This is an optimization exercise on Yosys and OpenROAD, whose aim is small area, a short achievable clock period and few clock cycles, not a production implementation. At most, simulation tests tie the RTL to the original design; equivalence was not proved. The RTL of runs 1 and 4 was laid out without a check of its function. Power is estimated from default activity; no workload was simulated.

<file path="design/flow/config.mk">
export PLATFORM = sky130hd
export DESIGN_NAME = cidr_first_match_filter_core
export DESIGN_NICKNAME = cidr_first_match_filter_core
export VERILOG_FILES = /design/flow/design.v
export SDC_FILE = /design/flow/constraint.sdc
export NUM_CORES = 4
export LEC_CHECK = 0
export CAP_MARGIN = 20
export CORE_MARGIN = 2
export CORE_UTILIZATION = 40
export SETUP_SLACK_MARGIN = 2.3
export SLEW_MARGIN = 20
</file>
<file path="design/flow/constraint.sdc">
create_clock -name core_clock -period 4.0 [get_ports {clock}]
set_input_delay 0.8000 -clock core_clock [delete_from_list [all_inputs] [get_ports {clock}]]
set_output_delay 0.8000 -clock core_clock [all_outputs]
set_load 0.01 [all_outputs]
</file>
<file path="design/flow/design.v">
package cfm_pkg;
   localparam int ADDR_W = 32;
   localparam int IDX_W = 4;
   localparam int PREFIX_W = 6;
   localparam int RULE_SLOTS_DEF = 16;
   localparam int RES_W = IDX_W + 2;    
   localparam logic [ADDR_W-1:0] MASK_ALL = '1;
   localparam logic [PREFIX_W-1:0] PREFIX_FULL = PREFIX_W'(ADDR_W);
   localparam logic OP_WRITE = 1'b0;
   localparam logic OP_CHECK = 1'b1;
   function automatic logic [ADDR_W-1:0] prefix_mask(input logic [PREFIX_W-1:0] len);
      logic [ADDR_W-1:0] mask;
      if (len >= PREFIX_FULL) begin
         mask = MASK_ALL;
      end else begin
         mask = ~(MASK_ALL >> len);
      end
      prefix_mask = mask;
   endfunction
endpackage
module cfm_cell #(
   parameter int INDEX = 0
) (
   input  logic                         clock,
   input  logic                         clear,       
   input  logic                         wr_valid,    
   input  logic [cfm_pkg::IDX_W-1:0]    wr_index,
   input  logic [cfm_pkg::ADDR_W:0]     wr_code,
   input  logic                         wr_action,
   input  logic                         wr_enable,
   input  logic [cfm_pkg::ADDR_W-1:0]   address,
   output logic                         match,       
   output logic                         action
);
   logic [cfm_pkg::ADDR_W:0] code_ff;
   logic action_ff;
   logic valid_ff;
   logic sel;
   logic [cfm_pkg::ADDR_W-1:0] cmp_mask;
   assign sel = wr_valid && (wr_index == cfm_pkg::IDX_W'(INDEX));
   always_ff @(posedge clock) begin
      if (sel && wr_enable) begin
         code_ff <= wr_code;
         action_ff <= wr_action;
      end
      if (clear) begin
         valid_ff <= 1'b0;
      end else if (sel) begin
         valid_ff <= wr_enable;
      end
   end
   always_comb begin
      cmp_mask[0] = code_ff[0];
      for (int i = 1; i < cfm_pkg::ADDR_W; i++) begin
         cmp_mask[i] = cmp_mask[i-1] | code_ff[i];
      end
   end
   assign match = valid_ff &&
                  (((address ^ code_ff[cfm_pkg::ADDR_W:1]) & cmp_mask) == '0);
   assign action = action_ff;
endmodule
module cidr_first_match_filter_core #(
   parameter int RULE_SLOTS = cfm_pkg::RULE_SLOTS_DEF
) (
   input  logic                         clock,
   input  logic                         reset,
   input  logic                         req_valid,
   output logic                         req_ready,
   input  logic                         req_op,
   input  logic [cfm_pkg::ADDR_W-1:0]   req_address,
   input  logic [cfm_pkg::IDX_W-1:0]    req_rule_index,
   input  logic [cfm_pkg::ADDR_W-1:0]   req_rule_network,
   input  logic [cfm_pkg::PREFIX_W-1:0] req_rule_prefix,
   input  logic                         req_rule_action,
   input  logic                         req_rule_enable,
   output logic                         rsp_valid,
   input  logic                         rsp_ready,
   output logic                         rsp_allow,
   output logic                         rsp_hit,
   output logic [cfm_pkg::IDX_W-1:0]    rsp_hit_index
);
   localparam int QD = 4;                
   localparam int QP = 2;                 
   localparam int RES_W = cfm_pkg::RES_W;
   logic ready_ff;
   logic reset_ff;
   logic s0_check, s0_write;
   logic [cfm_pkg::ADDR_W-1:0]   s0_address;
   logic [cfm_pkg::IDX_W-1:0]    s0_index;
   logic [cfm_pkg::ADDR_W-1:0]   s0_network;
   logic [cfm_pkg::PREFIX_W-1:0] s0_prefix;
   logic                         s0_action;
   logic                         s0_enable;
   always_ff @(posedge clock) begin
      reset_ff <= reset;
      s0_check <= !reset && req_valid && ready_ff && (req_op == cfm_pkg::OP_CHECK);
      s0_write <= !reset && req_valid && ready_ff && (req_op == cfm_pkg::OP_WRITE);
      s0_address <= req_address;
      s0_index <= req_rule_index;
      s0_network <= req_rule_network;
      s0_prefix <= req_rule_prefix;
      s0_action <= req_rule_action;
      s0_enable <= req_rule_enable;
   end
   logic [RULE_SLOTS-1:0] match, action;
   logic [cfm_pkg::ADDR_W-1:0] wr_mask, wr_marker;
   logic [cfm_pkg::ADDR_W:0] wr_code;
   assign wr_mask = cfm_pkg::prefix_mask(s0_prefix);
   assign wr_marker = ~wr_mask & {1'b1, wr_mask[cfm_pkg::ADDR_W-1:1]};
   assign wr_code = {(s0_network & wr_mask) | wr_marker, s0_prefix >= cfm_pkg::PREFIX_FULL};
   for (genvar k = 0; k < RULE_SLOTS; k++) begin : g_cell
      cfm_cell #(
         .INDEX (k)
      ) u_cell (
         .clock      (clock),
         .clear      (reset_ff),
         .wr_valid   (s0_write),
         .wr_index   (s0_index),
         .wr_code    (wr_code),
         .wr_action  (s0_action),
         .wr_enable  (s0_enable),
         .address    (s0_address),
         .match      (match[k]),
         .action     (action[k])
      );
   end
   logic s1_check;
   logic [RULE_SLOTS-1:0] s1_match;
   always_ff @(posedge clock) begin
      s1_check <= !reset && s0_check;
      s1_match <= match;
   end
   logic [RES_W-1:0] verdict;
   always_comb begin
      verdict = '0;
      for (int k = RULE_SLOTS - 1; k >= 0; k--) begin
         if (s1_match[k]) begin
            verdict = {action[k], 1'b1, cfm_pkg::IDX_W'(k)};
         end
      end
   end
   logic [RES_W-1:0] q_data [QD];
   logic [QP-1:0] q_wp, q_rp, q_rp_next;
   logic [QP:0] q_cnt;
   logic h_valid;
   logic [RES_W-1:0] h_data;
   logic pop;
   logic [QP+1:0] in_flight;
   assign pop = h_valid && rsp_ready;
   assign q_rp_next = q_rp + QP'(1);
   assign in_flight = (QP+2)'(s0_check) + (QP+2)'(s1_check) + (QP+2)'(q_cnt) +
                      (QP+2)'(ready_ff);
   always_ff @(posedge clock) begin
      if (s1_check) begin
         q_data[q_wp] <= verdict;
      end
      if (!h_valid) begin
         h_data <= verdict;
      end else if (pop) begin
         if (q_cnt >= (QP+1)'(2)) begin
            h_data <= q_data[q_rp_next];
         end else begin
            h_data <= verdict;
         end
      end
      if (reset) begin
         q_wp <= '0;
         q_rp <= '0;
         q_cnt <= '0;
         h_valid <= 1'b0;
         ready_ff <= 1'b1;
      end else begin
         if (s1_check) begin
            q_wp <= q_wp + QP'(1);
         end
         if (pop) begin
            q_rp <= q_rp_next;
         end
         q_cnt <= q_cnt + (QP+1)'(s1_check) - (QP+1)'(pop);
         if (!h_valid || (pop && q_cnt < (QP+1)'(2))) begin
            h_valid <= s1_check;
         end
         if (pop) begin
            ready_ff <= in_flight <= (QP+2)'(QD);
         end else begin
            ready_ff <= in_flight < (QP+2)'(QD);
         end
      end
   end
   assign req_ready = ready_ff;
   assign rsp_valid = h_valid;
   assign {rsp_allow, rsp_hit, rsp_hit_index} = h_data;
endmodule
</file>
<file path="design/flow/run.sh">
#!/bin/bash
# synth_recipe.tcl (not shown) runs the flow's synth.tcl, then flattens the netlist and writes it again
# the make line also repeats each setting of config.mk as NAME=value (left out here)
make -C /OpenROAD-flow-scripts/flow DESIGN_CONFIG=/design/flow/config.mk WORK_HOME=/design/flow/orfs CLKGATE_MAP_FILE= SYNTH_SCRIPT=/design/flow/synth_recipe.tcl finish
</file>
==> flow_summary.toml, run 1 <==
[route]
ant_nets = 0
wl_per_cell_um = 26.8
initialDrtViolationCount = 2097
vias = 24600
drc = 0
routed_via_density = 5.88
drt_first_pass_iters = 8
drt_wl_total_um = 112000

[floorplan]
io_pins = 89
core_um2 = 80400
initial_core_util = 0.403
die_w_um = 289
die_y_um = 289
placement_rows = 104
die-area_um2 = 83300

[global_route]
grt_max_degree = 27
met2_usage = 0.469
overflow = 0
met1_usage = 0.313
grt_pass1_vias = 24900
grt_pass1_wl_um = 159000
busiest_layer = "met2"
use_met3 = 0.0370
grt_usage = 0.265
antenna_found_initial = 2

[sta]
hold_ws_ps = 494
period_needed_ps = 3070
clock_skew_ps = 24.9
fin_setup_tns_ps = 0
slew_viol_final = 0
rsz0062_at_grt = "yes"
finalHoldViolCount = 0
relSlewSlack = 0.365
fmax_ghz = 0.326
worst_pin_slew_ps = 952
finalSetupViolations = 0
fin_crit_sh = 0.767

[worst_setup_path]
crit_path_top_delay_cell = "a222oi_1"
crit_family = "compound AO/OA/AOI/OAI gates"
path_max_fanout = 2
path_cells = "xor2_1, a222oi_1, nand4b_1, a2111oi_4, nand4_1, nor4_4, buf_4, o311a_1"
cpPeakStageDelay_ps = 850
cp-end-kind = "flip-flop"
cp-start-kind = "flip-flop"
critPathBufInv = 1
path_class = "reg2reg"
required_ps = 4560
crit_arrival_ps = 3630

[yosys]
ys_seq_area_frac = 0.606
async_flop_share = 0
synthCells = 2719
ys_seq_elements = 695
synth_fp_nets = 2812
syn_area_per_cell_um2 = 11.9
synth_edf_count = 574
yosysWarnings = 17
ys_types = 81
synth_area_um2 = 32400
synthFlopType = "edfxtp_1"

[clocking]
clock_latency_ps = 630
clockBufferDepth = 3
cts-root-buf = "clkbuf_16"
cts.sinks = 695
hold_buffers = 0
cts_tree = "built"
cts_made_buffers = 79
htreeDepth = 3
path_clk_slew_ps = 60

[placement]
dp_cells = 3856
gp_congestion = 0.954
hpwl_um = 72800
port_buffers = 88

[power]
pwr_density_cell_nw_per_um2 = 399
ir_drop_mv = 0.357
leakagePower_nw = 13.7

[final_layout]
finalNetCount = 3145
antenna_cells = 0
drive_gt1_frac = 0.235
fin_cells = 4177
syn_to_final_growth_pct = 27.9

[hold_path]
hold_path.class = "reg2reg"

[job]
cap_violations = 0

[status]
status = "complete, no violations"
==> layer usage <==
| layer | vias up | part of all wire |
|---|---|---|
| li1 | 10900 | - |
| met2 | 982 | 0.50 |
| met4 | 0 | 0.059 |
| met3 | 299 | 0.059 |
| met1 | 12400 | 0.38 |
| met5 | - | 0 |
==> registers in the layout, indices dropped and copies added (netlist names), 2 cells and up <==
signal	flops
g_cell.u_cell.code_ff	528
s0_address	32
s0_network	32
q_data	24
g_cell.u_cell.action_ff	16
g_cell.u_cell.valid_ff	16
s1_match	16
h_data	6
s0_prefix	6
s0_index	4
q_cnt	3
q_rp	2
q_wp	2
==> worst min-delay path, stage by stage (launching register included) <==
cell	delay [ps]
dfxtp_1	310
o21ai_0	70
a21oi_1	60
==> kinds of logic (layout without fill, tap and decap cells) <==
family / after synthesis / after routing / synth area share
AND/OR/NAND/NOR: 792 / 792 / 0.126
flip-flops: 695 / 695 / 0.606
buffers and inverters: 160 / 556 / 0.0186
AO/OA/AOI/OAI: 600 / 601 / 0.116
multiplexers: 14 / 15 / 0.00691
XOR/XNOR: 446 / 446 / 0.120
adder cells (fa/ha/maj): 12 / 12 / 0.00533
==> synth_stat cells, drive strengths merged, types with 6 or more instances <==
| library cell | count | area, µm² |
|---|---|---|
| a21boi | 11 | 82.6 |
| nand3b | 7 | 52.6 |
| o2111ai | 19 | 166 |
| o31ai | 22 | 165 |
| a22o | 9 | 78.8 |
| a221oi | 8 | 70.1 |
| a21oi | 166 | 831 |
| edfxtp | 574 | 17200 |
| nand2b | 27 | 169 |
| a211oi | 16 | 120 |
| xnor2 | 140 | 1230 |
| o21a | 8 | 60.1 |
| and3 | 9 | 56.3 |
| nor2b | 17 | 106 |
| a22oi | 11 | 82.6 |
| or4 | 32 | 251 |
| nor3 | 130 | 651 |
| or2 | 16 | 100 |
| nand2 | 162 | 608 |
| nand4 | 27 | 169 |
| buf | 22 | 83.8 |
| o41ai | 12 | 105 |
| mux4 | 6 | 135 |
| xor2 | 306 | 2680 |
| nor4 | 69 | 472 |
| o22a | 14 | 123 |
| ha | 9 | 113 |
| o221ai | 7 | 61.3 |
| o21ai | 178 | 891 |
| nor3b | 9 | 72.6 |
| clkbuf | 65 | 245 |
| and4 | 7 | 61.3 |
| and2 | 6 | 37.5 |
| inv | 73 | 274 |
| dfxtp | 121 | 2420 |
| a31oi | 18 | 113 |
| nand3 | 44 | 220 |
| nor2 | 182 | 691 |
| o22ai | 39 | 244 |
| mux2 | 7 | 78.8 |
| a2111oi | 15 | 150 |
| o32ai | 7 | 61.3 |
| or3 | 30 | 203 |
==> stage by stage <==
| stage | total power, mW | area (µm²) | worst slack [ps] | utilization |
|---|---|---|---|---|
| after floorplan | 8.67 | 33100 | 1220 | - |
| after global placement | 9.18 | 35500 | 351 | 0.442 |
| after CTS | 16.6 | 40700 | 888 | 0.507 |
| after detailed placement | 9.20 | 35600 | 370 | 0.442 |
| after global routing | 17.0 | 41500 | 879 | 0.515 |
| final | 16.5 | 41500 | 933 | 0.515 |
==> layout make-up <==
cell class	instances	area [µm²]
clock buffer	106	2260
clock inverter	40	370
fill	6677	39000
inverter	73	343
multi-input combinational	1866	14000
sequential	695	19700
tap	1060	1330
timing repair buffer	321	3280
timing repair inverter	16	120
==> worst paths after layout <==
path / slack [ps] / start / endpoint / cells after the start
max: 930 / g_cell[0].u_cell.code_ff[22] / s1_match[0] / 8
min: 490 / g_cell[0].u_cell.valid_ff / g_cell[0].u_cell.valid_ff / 2
max reg2reg: 930 / g_cell[0].u_cell.code_ff[22] / s1_match[0] / 8
min reg2reg: 490 / g_cell[0].u_cell.valid_ff / g_cell[0].u_cell.valid_ff / 2
==> report_power, final <==
group | total [mW] | internal [mW] | leakage (nW) | switching (mW)
sequential | 8.03 | 7.92 | 6.26 | 0.111
clock | 7.34 | 4.37 | 1.30 | 2.97
combinational | 1.17 | 0.430 | 6.13 | 0.741
==> repair_timing <==
action / in CTS / in global routing
cloned: 19 / 2
endpoints found under the setup margin: 1097 / 728
resized for setup: 274 / 110
buffers inserted: 127 / 27
pin swaps: 90 / 59
==> cell usage in the layout, fill, tap and decap left out, types with 21 or more instances in the layout <==
cell	netlist	final
nand4_1	27	27
nor2_1	181	166
clkdlybuf4s50_1	0	79
dfxtp_1	121	84
nand2_1	162	144
nor4_1	64	27
buf_6	0	26
inv_1	73	52
nor4_2	4	22
o21ai_0	177	151
nor3_2	0	21
dfxtp_2	0	27
clkinvlp_4	0	35
buf_12	0	45
xnor2_1	140	140
nand2b_1	27	25
nand3_1	44	34
o22ai_1	39	34
nor3_1	130	100
clkbuf_16	0	83
edfxtp_1	574	574
a21oi_1	166	155
buf_4	0	162
xor2_1	306	305
==> run 2, diff against run 1 <==
--- a/design/flow/design.v
+++ b/design/flow/design.v
@@ -25,22 +25,24 @@
    input  logic                         clear,       
    input  logic                         wr_valid,    
    input  logic [cfm_pkg::IDX_W-1:0]    wr_index,
-   input  logic [cfm_pkg::ADDR_W:0]     wr_code,
+   input  logic [cfm_pkg::ADDR_W-1:0]   wr_network,
+   input  logic [cfm_pkg::PREFIX_W-1:0] wr_prefix,
    input  logic                         wr_action,
    input  logic                         wr_enable,
    input  logic [cfm_pkg::ADDR_W-1:0]   address,
    output logic                         match,       
    output logic                         action
 );
-   logic [cfm_pkg::ADDR_W:0] code_ff;
+   logic [cfm_pkg::ADDR_W-1:0] net_ff;
+   logic [cfm_pkg::PREFIX_W-1:0] len_ff;
    logic action_ff;
    logic valid_ff;
    logic sel;
-   logic [cfm_pkg::ADDR_W-1:0] cmp_mask;
    assign sel = wr_valid && (wr_index == cfm_pkg::IDX_W'(INDEX));
    always_ff @(posedge clock) begin
       if (sel && wr_enable) begin
-         code_ff <= wr_code;
+         net_ff <= wr_network;
+         len_ff <= wr_prefix;
          action_ff <= wr_action;
       end
       if (clear) begin
@@ -49,14 +51,8 @@
          valid_ff <= wr_enable;
       end
    end
-   always_comb begin
-      cmp_mask[0] = code_ff[0];
-      for (int i = 1; i < cfm_pkg::ADDR_W; i++) begin
-         cmp_mask[i] = cmp_mask[i-1] | code_ff[i];
-      end
-   end
    assign match = valid_ff &&
-                  (((address ^ code_ff[cfm_pkg::ADDR_W:1]) & cmp_mask) == '0);
+                  (((address ^ net_ff) & cfm_pkg::prefix_mask(len_ff)) == '0);
    assign action = action_ff;
 endmodule
 module cidr_first_match_filter_core #(
@@ -103,11 +99,6 @@
       s0_enable <= req_rule_enable;
    end
    logic [RULE_SLOTS-1:0] match, action;
-   logic [cfm_pkg::ADDR_W-1:0] wr_mask, wr_marker;
-   logic [cfm_pkg::ADDR_W:0] wr_code;
-   assign wr_mask = cfm_pkg::prefix_mask(s0_prefix);
-   assign wr_marker = ~wr_mask & {1'b1, wr_mask[cfm_pkg::ADDR_W-1:1]};
-   assign wr_code = {(s0_network & wr_mask) | wr_marker, s0_prefix >= cfm_pkg::PREFIX_FULL};
    for (genvar k = 0; k < RULE_SLOTS; k++) begin : g_cell
       cfm_cell #(
          .INDEX (k)
@@ -116,7 +107,8 @@
          .clear      (reset_ff),
          .wr_valid   (s0_write),
          .wr_index   (s0_index),
-         .wr_code    (wr_code),
+         .wr_network (s0_network),
+         .wr_prefix  (s0_prefix),
          .wr_action  (s0_action),
          .wr_enable  (s0_enable),
          .address    (s0_address),
--- a/design/flow/config.mk
+++ b/design/flow/config.mk
@@ -7,6 +7,6 @@
 export LEC_CHECK = 0
 export CAP_MARGIN = 20
 export CORE_MARGIN = 2
-export CORE_UTILIZATION = 40
-export SETUP_SLACK_MARGIN = 2.3
+export CORE_UTILIZATION = 55
+export SETUP_SLACK_MARGIN = 1.8
 export SLEW_MARGIN = 20
==> run 2 against run 1 <==
  * Final area down 3.2%
  * Wire length up 7.0%
  * Synthesized area up 6.0%
  * Fmax up 39%
  * Still clean
  * Synthesized cell count down 0.85%
  * Power up 6.2%
  * Cell count down 8.8%
  * Non-clock buffer count down 49
  * Register-to-register slack better by 860 ps
  * Worst hold slack worse by 0.60 ps
  * Die area down 23%
  * Sequential cell count up 80
==> flow_summary.toml, run 2 <==
[sta]
slew_viol_final = 0
finalSetupViolations = 0
worst_pin_slew_ps = 1190
fin_setup_tns_ps = 0
finalHoldViolCount = 0
rsz0062_at_grt = "yes"
fin_crit_sh = 0.551
period_needed_ps = 2200
relSlewSlack = 0.207
clock_skew_ps = 16.4
fmax_ghz = 0.454

[route]
ant_nets = 0
routed_via_density = 6.46
drt_wl_total_um = 120000
vias = 24600
drt_first_pass_iters = 6
wl_per_cell_um = 31.5
drc = 0
initialDrtViolationCount = 3731

[final_layout]
layout_common_cells = "edfxtp_1, xnor2_1, xor2_1"
finalNetCount = 2994
drive_gt1_frac = 0.145
syn_to_final_growth_pct = 16.8
largest_reg_flops = 512
final_common_cell = "edfxtp_1"
largestRegisters = "g_cell.u_cell.net_ff x512, g_cell.u_cell.len_ff x96"
regMostFlops = "g_cell.u_cell.net_ff"
fin_area_um2 = 40100

[worst_setup_path]
crit_path_frequent_cell = "nor4_1"
cp-end-kind = "flip-flop"
crit_family = "simple AND/OR/NAND/NOR gates"
crit_start = "g_cell[4].u_cell.len_ff[5]"
cp-start-kind = "flip-flop"
cpPeakStageDelay_ps = 520
path_max_fanout = 8
reg2reg_depth = 6
r2r_start = "g_cell[4].u_cell.len_ff[5]"
path_class = "reg2reg"
crit_path_top_delay_cell = "edfxtp_1"
path_cells = "or2_2, nor3_1, a221oi_1, nor4_1, a31oi_1, nor4_1"
required_ps = 4510
crit_arrival_ps = 2720
r2r_end = "s1_match[4]"
critPathBufInv = 0
reg2reg_slack_ps = 1800
path_depth = 6
cp-endpoint = "s1_match[4]"

[yosys]
yosysMostFrequentCell = "edfxtp_1"
ys_seq_area_frac = 0.642
ys_types = 75
synth_area_um2 = 34400
synth_top_area_frac = 0.571
synth_fp_nets = 2789
syn_area_per_cell_um2 = 12.8
yosysWarnings = 17
ys_seq_elements = 775
async_flop_share = 0
synthCells = 2696
synth_area_leaders = "edfxtp_1, xnor2_1, dfxtp_1, xor2_1, a21oi_1"
synth_edf_count = 654
synthFlopType = "edfxtp_1"
synth_commonest_cells = "edfxtp_1, xnor2_1, xor2_1"
netlist.top_cell.by_area = "edfxtp_1"

[clocking]
cts_made_buffers = 80
path_clk_slew_ps = 60
cts.sinks = 775
clock_latency_ps = 630
cts_tree = "built"
cts-root-buf = "clkbuf_16"
htreeDepth = 3
hold_buffers = 0
clockBufferDepth = 3

[floorplan]
initial_core_util = 0.557
core_um2 = 61700
die_w_um = 254
die-area_um2 = 64500
die_y_um = 254
io_pins = 89
placement_rows = 91

[global_route]
grt_pass1_wl_um = 164000
overflow = 0
grt_pass1_vias = 22500
grt_max_degree = 40
antenna_found_initial = 14
grt_usage = 0.368

[job]
cap_violations = 0

[hold_path]
hold_path.class = "reg2reg"

[status]
status = "complete, no violations"

[power]
leakagePower_nw = 13.5
finalPower_mw = 17.6
pwr_density_cell_nw_per_um2 = 438
ir_drop_mv = 0.578

[placement]
gp_congestion = 0.983
place_area_um2 = 36300
port_buffers = 88
hpwl_um = 70900
==> run 2: final cells by class <==
class / instances / area [µm²]
multi-input cells: 1721 / 11600
repair inverters: 3 / 17.5
inverters: 48 / 195
well taps: 837 / 1050
flip-flops and latches: 775 / 22100
clock inverters: 28 / 251
fillers: 4724 / 21600
repair buffers: 272 / 2420
diodes: 4 / 10.0
clock buffers: 120 / 2410
==> run 2: worst min path at each step <==
| stage | to | slack [ps] | cells past startpoint | start |
|---|---|---|---|---|
| after CTS | s1_check | 500 | 1 | s0_check |
| after global placement | s1_check | 480 | 1 | s0_check |
| after global routing | s1_check | 510 | 1 | s0_check |
| final | s1_check | 490 | 1 | s0_check |
| after detailed placement | s1_check | 480 | 1 | s0_check |
| after floorplan | s1_match[13] | 440 | 2 | g_cell[13].u_cell.valid_ff |
==> run 2: stage by stage <==
stage / setup WS, ps / instances / hold slack [ps] / utilization
6_report: 1800 / 3808 / 493 / 0.650
5_1_grt: 1700 / 3804 / 510 / 0.650
4_1_cts: 1570 / 3702 / 498 / 0.633
3_5_place_dp: 1170 / 3545 / 481 / 0.588
3_3_place_gp: 1090 / 3544 / 481 / 0.587
2_1_floorplan: 1830 / 2696 / 439 / -
==> run 2: logic make-up after synthesis <==
family                     after synthesis  share of synthesized area
xor gates and xnor gates               516                      0.131
AOI/OAI and AO/OA                      646                      0.116
and+or+nand+nor                        527                     0.0730
adders and majority gates               21                    0.00764
muxes                                   11                    0.00553
DFF                                    775                      0.642
buffers and inverters                  200                     0.0250
==> run 2: worst reg2reg max path, delay by kind of cell, from the launching register on <==
kind	cells	cell delay, ps
AOI/OAI and AO/OA	2	290
DFF	1	520
and+or+nand+nor	4	1290
==> run 2: power breakdown <==
group	internal (mW)	switching (mW)	total, mW
clock	4.42	3.15	7.57
combinational	0.365	0.579	0.944
sequential	8.80	0.254	9.06
total	13.6	3.99	17.6
==> run 2: timing repair <==
action	4_1_cts	5_1_grt
cloned	0	3
setup buffers	9	99
setup endpoints to repair	127	79
endpoints found under the hold margin	0	0
pin swaps	2	3
gates resized for setup	37	73
==> run 2: per-layer routing <==
metal | routed length, µm | global-route usage | part of all wire
met2 | 52700 | 0.552 | 0.44
met1 | 47400 | 0.511 | 0.39
met4 | 5930 | 0.166 | 0.049
met3 | 14000 | 0.0851 | 0.12
met5 | 13 | 0 | 0.00011
Testbench counts of run 2, summed over its fixed seeds: cycles 12,152.
==> run 3, diff against run 2 <==
--- a/design/flow/config.mk
+++ b/design/flow/config.mk
@@ -7,6 +7,5 @@
 export LEC_CHECK = 0
 export CAP_MARGIN = 20
 export CORE_MARGIN = 2
-export CORE_UTILIZATION = 55
-export SETUP_SLACK_MARGIN = 1.8
+export CORE_UTILIZATION = 40
 export SLEW_MARGIN = 20
==> run 3 against run 2 <==
  * Combinational power is 2.4% higher
  * Clock-buffer cell count stayed put
  * Largest cell class unchanged
  * Highest routed layer unchanged
  * Via count is 4.2% lower
  * Register-to-register slack worse by 690 ps
  * Sequential share of layout area is 0.43 points higher
  * Die area is 37% higher
  * First-iteration DRC count is 11% lower
  * Setup slack worse by 690 ps
  * Critical path depth stayed put
  * Global-route usage is 9.6 points lower
  * Still clean on timing, DRC and antenna
==> flow_summary.toml, run 3 <==
[yosys]
synth_area_leaders = "edfxtp_1, xnor2_1, dfxtp_1, xor2_1, a21oi_1"
synth_area_um2 = 34400
synthFlopType = "edfxtp_1"
synth-simple-area-share = 0.0730
synthXorXnorAreaFrac = 0.131
synth_compound_area_frac = 0.116
ys_seq_area_frac = 0.642
yosysMostFrequentCell = "edfxtp_1"
muxShareOfSynthArea = 0.00553
netlist.top_cell.by_area = "edfxtp_1"
synth_fp_nets = 2789
synthCells = 2696
synth_edf_count = 654
synth_top_family_by_area = "XOR/XNOR gates"
synth_top_area_frac = 0.571
ys_seq_elements = 775
yosysWarnings = 17
syn_area_per_cell_um2 = 12.8
synth_commonest_cells = "edfxtp_1, xnor2_1, xor2_1"
synthAdderAreaFrac = 0.00764
ys_types = 75
async_flop_share = 0

[global_route]
antenna_found_initial = 15
grt_usage = 0.272
grt_pass1_wl_um = 171000
grt_pass1_vias = 22800
grt_max_degree = 40
overflow = 0

[final_layout]
final_common_cell = "edfxtp_1"
ff_latch_area_um2 = 22100
drive_gt1_frac = 0.0947
finalNetCount = 2903
syn_to_final_growth_pct = 15.5
regMostFlops = "g_cell.u_cell.net_ff"
fin_area_um2 = 39700
layout_common_cells = "edfxtp_1, xnor2_1, xor2_1"
largestRegisters = "g_cell.u_cell.net_ff x512, g_cell.u_cell.len_ff x96"
largest_reg_flops = 512
fin_cells = 4029
multi_input_area_um2 = 11500
filler_cell_count = 7598
utilization = 0.466

[floorplan]
core_um2 = 85100
initial_core_util = 0.404
die-area_um2 = 88300
die_y_um = 297
die_w_um = 297
placement_rows = 107
io_pins = 89

[clocking]
cts-root-buf = "clkbuf_16"
postCtsSetupRepairBufs = 0
cts.sinks = 775
post_cts_resized = 0
clock_latency_ps = 650
path_clk_slew_ps = 60
cts_tree = "built"
clockBufferDepth = 3
htreeDepth = 3
cts_made_buffers = 88
hold_buffers = 0

[worst_setup_path]
path_cells = "buf_4, xnor2_1, nand2_1, nor4b_1, a31oi_1, nor4_1"
path_max_fanout = 11
crit_arrival_ps = 3360
reg2reg_depth = 6
crit_path_top_delay_cell = "dfxtp_1"
path_class = "reg2reg"
cpPeakStageDelay_ps = 790
reg2reg_slack_ps = 1110
cp-start-kind = "flip-flop"
required_ps = 4470
cp-end-kind = "flip-flop"

[route]
drc = 0
routed_via_density = 5.85
ant_nets = 0
initialDrtViolationCount = 3332
wl_per_cell_um = 30.2
drt_first_pass_iters = 8
vias = 23600
drt_wl_total_um = 122000

[sta]
setup_slack_ps = 1110
fin_setup_tns_ps = 0
fmax_ghz = 0.345
rsz0062_at_grt = "no"
worst_pin_slew_ps = 1150
relSlewSlack = 0.232
finalSetupViolations = 0
period_needed_ps = 2890
finalHoldViolCount = 0
fin_crit_sh = 0.724
slew_viol_final = 0
clock_skew_ps = 25.7
hold_ws_ps = 502

[power]
p_comb_frac = 0.053
intPower_mw = 14.2
pwr_density_cell_nw_per_um2 = 460
ir_drop_mv = 0.304
leakagePower_nw = 13.1
clockPowerShare = 0.454
sequentialPowerShare = 0.493
finalPower_mw = 18.3
p_sw_frac = 0.225
power.net_switching_mw = 4.11

[status]
status = "complete, no violations"

[placement]
place_area_um2 = 36700
gp_congestion = 0.948
dp_cells = 3864
hpwl_um = 75200
pre_cts_slack_ps = 1170
port_buffers = 88

[hold_path]
whs_path_depth = 1
hold_path.class = "reg2reg"

[job]
cap_violations = 0
## run 3: final cells by class
class	count	share of cell area
Tap cell	1144	0.0360
Antenna cell	1	0.0000630
Multi-Input combinational cell	1721	0.288
Clock inverter	44	0.0129
Inverter	48	0.00454
Clock buffer	120	0.0619
Sequential cell	775	0.556
Timing Repair Buffer	176	0.0401
## run 3: path summary, 6_finish.rpt
kind | from | to
setup / recovery | s0_address[22] | s1_match[3]
hold / removal | s0_check | s1_check
setup reg to reg | s0_address[22] | s1_match[3]
hold reg to reg | s0_check | s1_check
## run 3: worst max-delay path: cells and delay by family, from the launching register on
kind / cells / cell delay, ps
buffers and inverters: 1 / 510
xor gates and xnor gates: 1 / 190
AOI/OAI and AO/OA: 1 / 210
and+or+nand+nor: 3 / 1010
DFF: 1 / 790
## run 3: kinds of logic (layout without fill, tap and decap cells)
group / after synthesis / in the layout
and+or+nand+nor: 527 / 527
DFF: 775 / 775
muxes: 11 / 11
buffers and inverters: 200 / 388
other: 0 / 1
xor gates and xnor gates: 516 / 516
AOI/OAI and AO/OA: 646 / 646
adders and majority gates: 21 / 21
## run 3: power groups by stage
stage,Sequential [mW],Combinational [mW],Clock (mW)
floorplan,9.04,0.482,0
global placement,9.18,0.950,0
detailed placement,9.18,0.954,0
CTS,9.01,0.960,8.43
global route,9.01,1.01,8.74
finish,9.01,0.967,8.31
## run 3: metal layers
layer	part of all wire	track usage	vias up
met2	0.46	0.432	1364
met4	0.048	0.122	4
li1	-	-	10200
met3	0.090	0.0516	276
met5	0.00022	0	-
met1	0.40	0.363	11800
==> run 4, diff against run 3 <==
--- a/design/flow/design.v
+++ b/design/flow/design.v
@@ -25,24 +25,21 @@
    input  logic                         clear,       
    input  logic                         wr_valid,    
    input  logic [cfm_pkg::IDX_W-1:0]    wr_index,
-   input  logic [cfm_pkg::ADDR_W-1:0]   wr_network,
-   input  logic [cfm_pkg::PREFIX_W-1:0] wr_prefix,
+   input  logic [cfm_pkg::ADDR_W:0]     wr_code,
    input  logic                         wr_action,
    input  logic                         wr_enable,
    input  logic [cfm_pkg::ADDR_W-1:0]   address,
    output logic                         match,       
    output logic                         action
 );
-   logic [cfm_pkg::ADDR_W-1:0] net_ff;
-   logic [cfm_pkg::PREFIX_W-1:0] len_ff;
+   logic [cfm_pkg::ADDR_W:0] code_ff;
    logic action_ff;
    logic valid_ff;
    logic sel;
    assign sel = wr_valid && (wr_index == cfm_pkg::IDX_W'(INDEX));
    always_ff @(posedge clock) begin
       if (sel && wr_enable) begin
-         net_ff <= wr_network;
-         len_ff <= wr_prefix;
+         code_ff <= wr_code;
          action_ff <= wr_action;
       end
       if (clear) begin
@@ -51,8 +48,33 @@
          valid_ff <= wr_enable;
       end
    end
-   assign match = valid_ff &&
-                  (((address ^ net_ff) & cfm_pkg::prefix_mask(len_ff)) == '0);
+   localparam int BLK = 4;
+   localparam int NBLK = cfm_pkg::ADDR_W / BLK;
+   logic [cfm_pkg::ADDR_W-1:0] diff;
+   logic [NBLK-1:0] blk_marker, blk_diff, blk_miss;
+   logic [NBLK-1:0] below;
+   assign diff = address ^ code_ff[cfm_pkg::ADDR_W:1];
+   always_comb begin
+      for (int b = 0; b < NBLK; b++) begin
+         blk_marker[b] = |code_ff[b*BLK +: BLK];
+         blk_diff[b] = |diff[b*BLK +: BLK];
+      end
+      for (int b = 0; b < NBLK; b++) begin
+         below[b] = 1'b0;
+         for (int c = 0; c < b; c++) begin
+            below[b] = below[b] | blk_marker[c];
+         end
+      end
+      for (int b = 0; b < NBLK; b++) begin
+         blk_miss[b] = below[b] & blk_diff[b];
+         for (int i = 0; i < BLK; i++) begin
+            for (int j = 0; j <= i; j++) begin
+               blk_miss[b] = blk_miss[b] | (diff[b*BLK + i] & code_ff[b*BLK + j]);
+            end
+         end
+      end
+   end
+   assign match = valid_ff && !(|blk_miss);
    assign action = action_ff;
 endmodule
 module cidr_first_match_filter_core #(
@@ -99,6 +121,11 @@
       s0_enable <= req_rule_enable;
    end
    logic [RULE_SLOTS-1:0] match, action;
+   logic [cfm_pkg::ADDR_W-1:0] wr_mask, wr_marker;
+   logic [cfm_pkg::ADDR_W:0] wr_code;
+   assign wr_mask = cfm_pkg::prefix_mask(s0_prefix);
+   assign wr_marker = ~wr_mask & {1'b1, wr_mask[cfm_pkg::ADDR_W-1:1]};
+   assign wr_code = {(s0_network & wr_mask) | wr_marker, s0_prefix >= cfm_pkg::PREFIX_FULL};
    for (genvar k = 0; k < RULE_SLOTS; k++) begin : g_cell
       cfm_cell #(
          .INDEX (k)
@@ -107,8 +134,7 @@
          .clear      (reset_ff),
          .wr_valid   (s0_write),
          .wr_index   (s0_index),
-         .wr_network (s0_network),
-         .wr_prefix  (s0_prefix),
+         .wr_code    (wr_code),
          .wr_action  (s0_action),
          .wr_enable  (s0_enable),
          .address    (s0_address),
--- a/design/flow/config.mk
+++ b/design/flow/config.mk
@@ -7,5 +7,6 @@
 export LEC_CHECK = 0
 export CAP_MARGIN = 20
 export CORE_MARGIN = 2
-export CORE_UTILIZATION = 40
+export CORE_UTILIZATION = 55
+export SETUP_SLACK_MARGIN = 1.8
 export SLEW_MARGIN = 20
==> run 4 against run 3 <==
  * Register-to-register slack improved by 170 ps
  * Still clean on timing, DRC and antenna
  * Sequential power decreased by about 10%
  * Via count increased by 9.9%
  * Synthesized cell count decreased by 0.22%
  * Power decreased by 10%
  * Wire length increased by 2.4%
  * Sequential cell count decreased by 80
  * Sequential share of layout area decreased by 6.4 points
  * Clock-buffer cell count decreased by 17
==> flow_summary.toml, run 4 <==
[status]
status = "complete, no violations"

[floorplan]
die_w_um = 248
die-area_um2 = 61700
placement_rows = 89
core_um2 = 59000
io_pins = 89
initial_core_util = 0.556
die_y_um = 248

[worst_setup_path]
required_ps = 4490
reg2reg_depth = 7
reg2reg_slack_ps = 1280
path_max_fanout = 9
path_class = "reg2reg"
cp-start-kind = "flip-flop"
cp-end-kind = "flip-flop"
crit_arrival_ps = 3210

[hold_path]
whs_path_depth = 1
hold_path.class = "reg2reg"

[sta]
finalSetupViolations = 0
finalHoldViolCount = 0
rsz0062_at_grt = "yes"
worst_pin_slew_ps = 942
slew_viol_final = 0
fin_crit_sh = 0.680
setup_slack_ps = 1280
relSlewSlack = 0.367
hold_ws_ps = 485
period_needed_ps = 2720
fin_setup_tns_ps = 0
fmax_ghz = 0.368
clock_skew_ps = 27.8

[yosys]
ys_seq_elements = 695
async_flop_share = 0
ys_types = 79
synth_top_area_frac = 0.525
synthFlopType = "edfxtp_1"
synth_fp_nets = 2783
syn_area_per_cell_um2 = 12.2
ys_seq_area_frac = 0.599
netlist.top_cell.by_area = "edfxtp_1"
yosysWarnings = 17
synth_area_um2 = 32800
synth_edf_count = 574
synth_commonest_cells = "edfxtp_1, xor2_1, nor2_1"
synth_area_leaders = "edfxtp_1, xor2_1, dfxtp_1, xnor2_1, nor2_1"
yosysMostFrequentCell = "edfxtp_1"
synthCells = 2690

[global_route]
overflow = 0
grt_usage = 0.403
grt_pass1_vias = 24700
grt_max_degree = 35
antenna_found_initial = 7
grt_pass1_wl_um = 173000

[placement]
dp_cells = 3564
pre_cts_slack_ps = 1070
port_buffers = 88
place_area_um2 = 35300
gp_congestion = 1.03
hpwl_um = 79800

[clocking]
htreeDepth = 3
cts.sinks = 695
clockBufferDepth = 3
clock_latency_ps = 630
cts_tree = "built"
cts-root-buf = "clkbuf_16"
path_clk_slew_ps = 60
cts_made_buffers = 74

[route]
initialDrtViolationCount = 3207
drc = 0
ant_nets = 0
routed_via_density = 6.72
drt_wl_total_um = 125000
wl_per_cell_um = 32.4
drt_first_pass_iters = 6
vias = 25900

[power]
leakagePower_nw = 13.9
finalPower_mw = 16.4
pwr_density_cell_nw_per_um2 = 409
ir_drop_mv = 0.491

[job]
cap_violations = 0

[final_layout]
filler_cell_count = 4237
drive_gt1_frac = 0.187
final_common_cell = "edfxtp_1"
utilization = 0.681
fin_cells = 3853
fin_area_um2 = 40200
largestRegisters = "g_cell.u_cell.code_ff x528, s0_address x32, s0_network x32"
largest_reg_flops = 528
finalNetCount = 3111
layout_common_cells = "edfxtp_1, xor2_1, buf_4"
syn_to_final_growth_pct = 22.4
regMostFlops = "g_cell.u_cell.code_ff"
## run 4: area by class of cell
class	count	area [µm²]	area share
flip-flops and latches	695	19800	0.492
inverters	73	282	0.00701
well taps	773	967	0.0241
diodes	2	5.00	0.000125
repair buffers	334	3070	0.0765
clock buffers	103	2120	0.0527
multi-input cells	1840	13700	0.340
clock inverters	33	313	0.00778
## run 4: report_power, final
| group | leakage [nW] | switching (mW) | internal, mW |
|---|---|---|---|
| Clock | 1.18 | 2.90 | 4.04 |
| Combinational | 6.42 | 0.936 | 0.492 |
| Sequential | 6.26 | 0.157 | 7.92 |
| Total | 13.9 | 3.99 | 12.4 |
## run 4: cells by family (layout without fill, tap and decap cells)
logic type	after synthesis	in the layout	share of synthesized area
buf+inv	155	543	0.0178
fa+ha+maj	12	12	0.00526
other cells	0	2	0
xor+xnor	510	510	0.136
flops	695	695	0.599
compound gates	543	543	0.114
mux	12	12	0.00613
simple gates	763	763	0.122
## run 4: final timing paths
check                                    start            to
worst min-delay path                  s0_check      s1_check
worst min register to register        s0_check      s1_check
worst max register to register  s0_address[25]  s1_match[13]
worst max-delay path            s0_address[25]  s1_match[13]
## run 4: metal layers
layer / wire (µm) / global-route usage / share of wire / vias up
met5: 0 / 0 / 0 / -
met2: 55200 / 0.613 / 0.44 / 1804
met3: 15100 / 0.0993 / 0.12 / 374
li1: - / - / - / 10900
met1: 46900 / 0.537 / 0.38 / 12800
met4: 7450 / 0.210 / 0.060 / 0
## run 4: critical path, stage by stage (launching register included)
cell and delay [ps]:
dfxtp_2 750, buf_4 410, xor2_1 150, a2bb2oi_1 240, nand4_1 130, a2111oi_0 350, o2111ai_1 180, nor4_1 360
## run 4: timing repair
| action | CTS | global route |
|---|---|---|
| setup buffers | 122 | 29 |
| setup endpoints to repair | 363 | 64 |
| gates resized for setup | 175 | 66 |
| pin swaps | 51 | 34 |
| hold buffers | 0 | 0 |

-- what the ideal ports hide --
No port has a modelled driver above. Below, the same layouts with a new extraction and two added sets of constraints. Step 1 sets driving cells, clkbuf_16 on the clock port and buf_2 on the other inputs (assumed; they add their load-dependent delay and slew). Step 2 times the ports against the registers' clock, not the clock port: input delays grow and output delays shrink by t, the midpoint of the rising clock arrivals with the driver on. Slacks: no drivers / after step 1 / after step 2; pairs: no drivers / after step 1.
run | t (ns) | setup WS [ns] | slew at the worst register clock pin (ns) | worst data-port slew with drivers (ns)
run 1 | 0.692 | 0.933 / 0.933 / 0.933 | 0.07 / 0.07 | 0.08
run 2 | 0.694 | 1.795 / 1.795 / 1.256 | 0.06 / 0.06 | 0.04
run 3 | 0.703 | 1.105 / 1.105 / 1.105 | 0.06 / 0.06 | 0.07
run 4 | 0.680 | 1.280 / 1.280 / 1.209 | 0.07 / 0.07 | 0.05
After both steps every run listed still meets setup and hold. The setup slack of run 2, which loses most, moves by 0.000 ns with the drivers and by -0.539 ns with both steps.
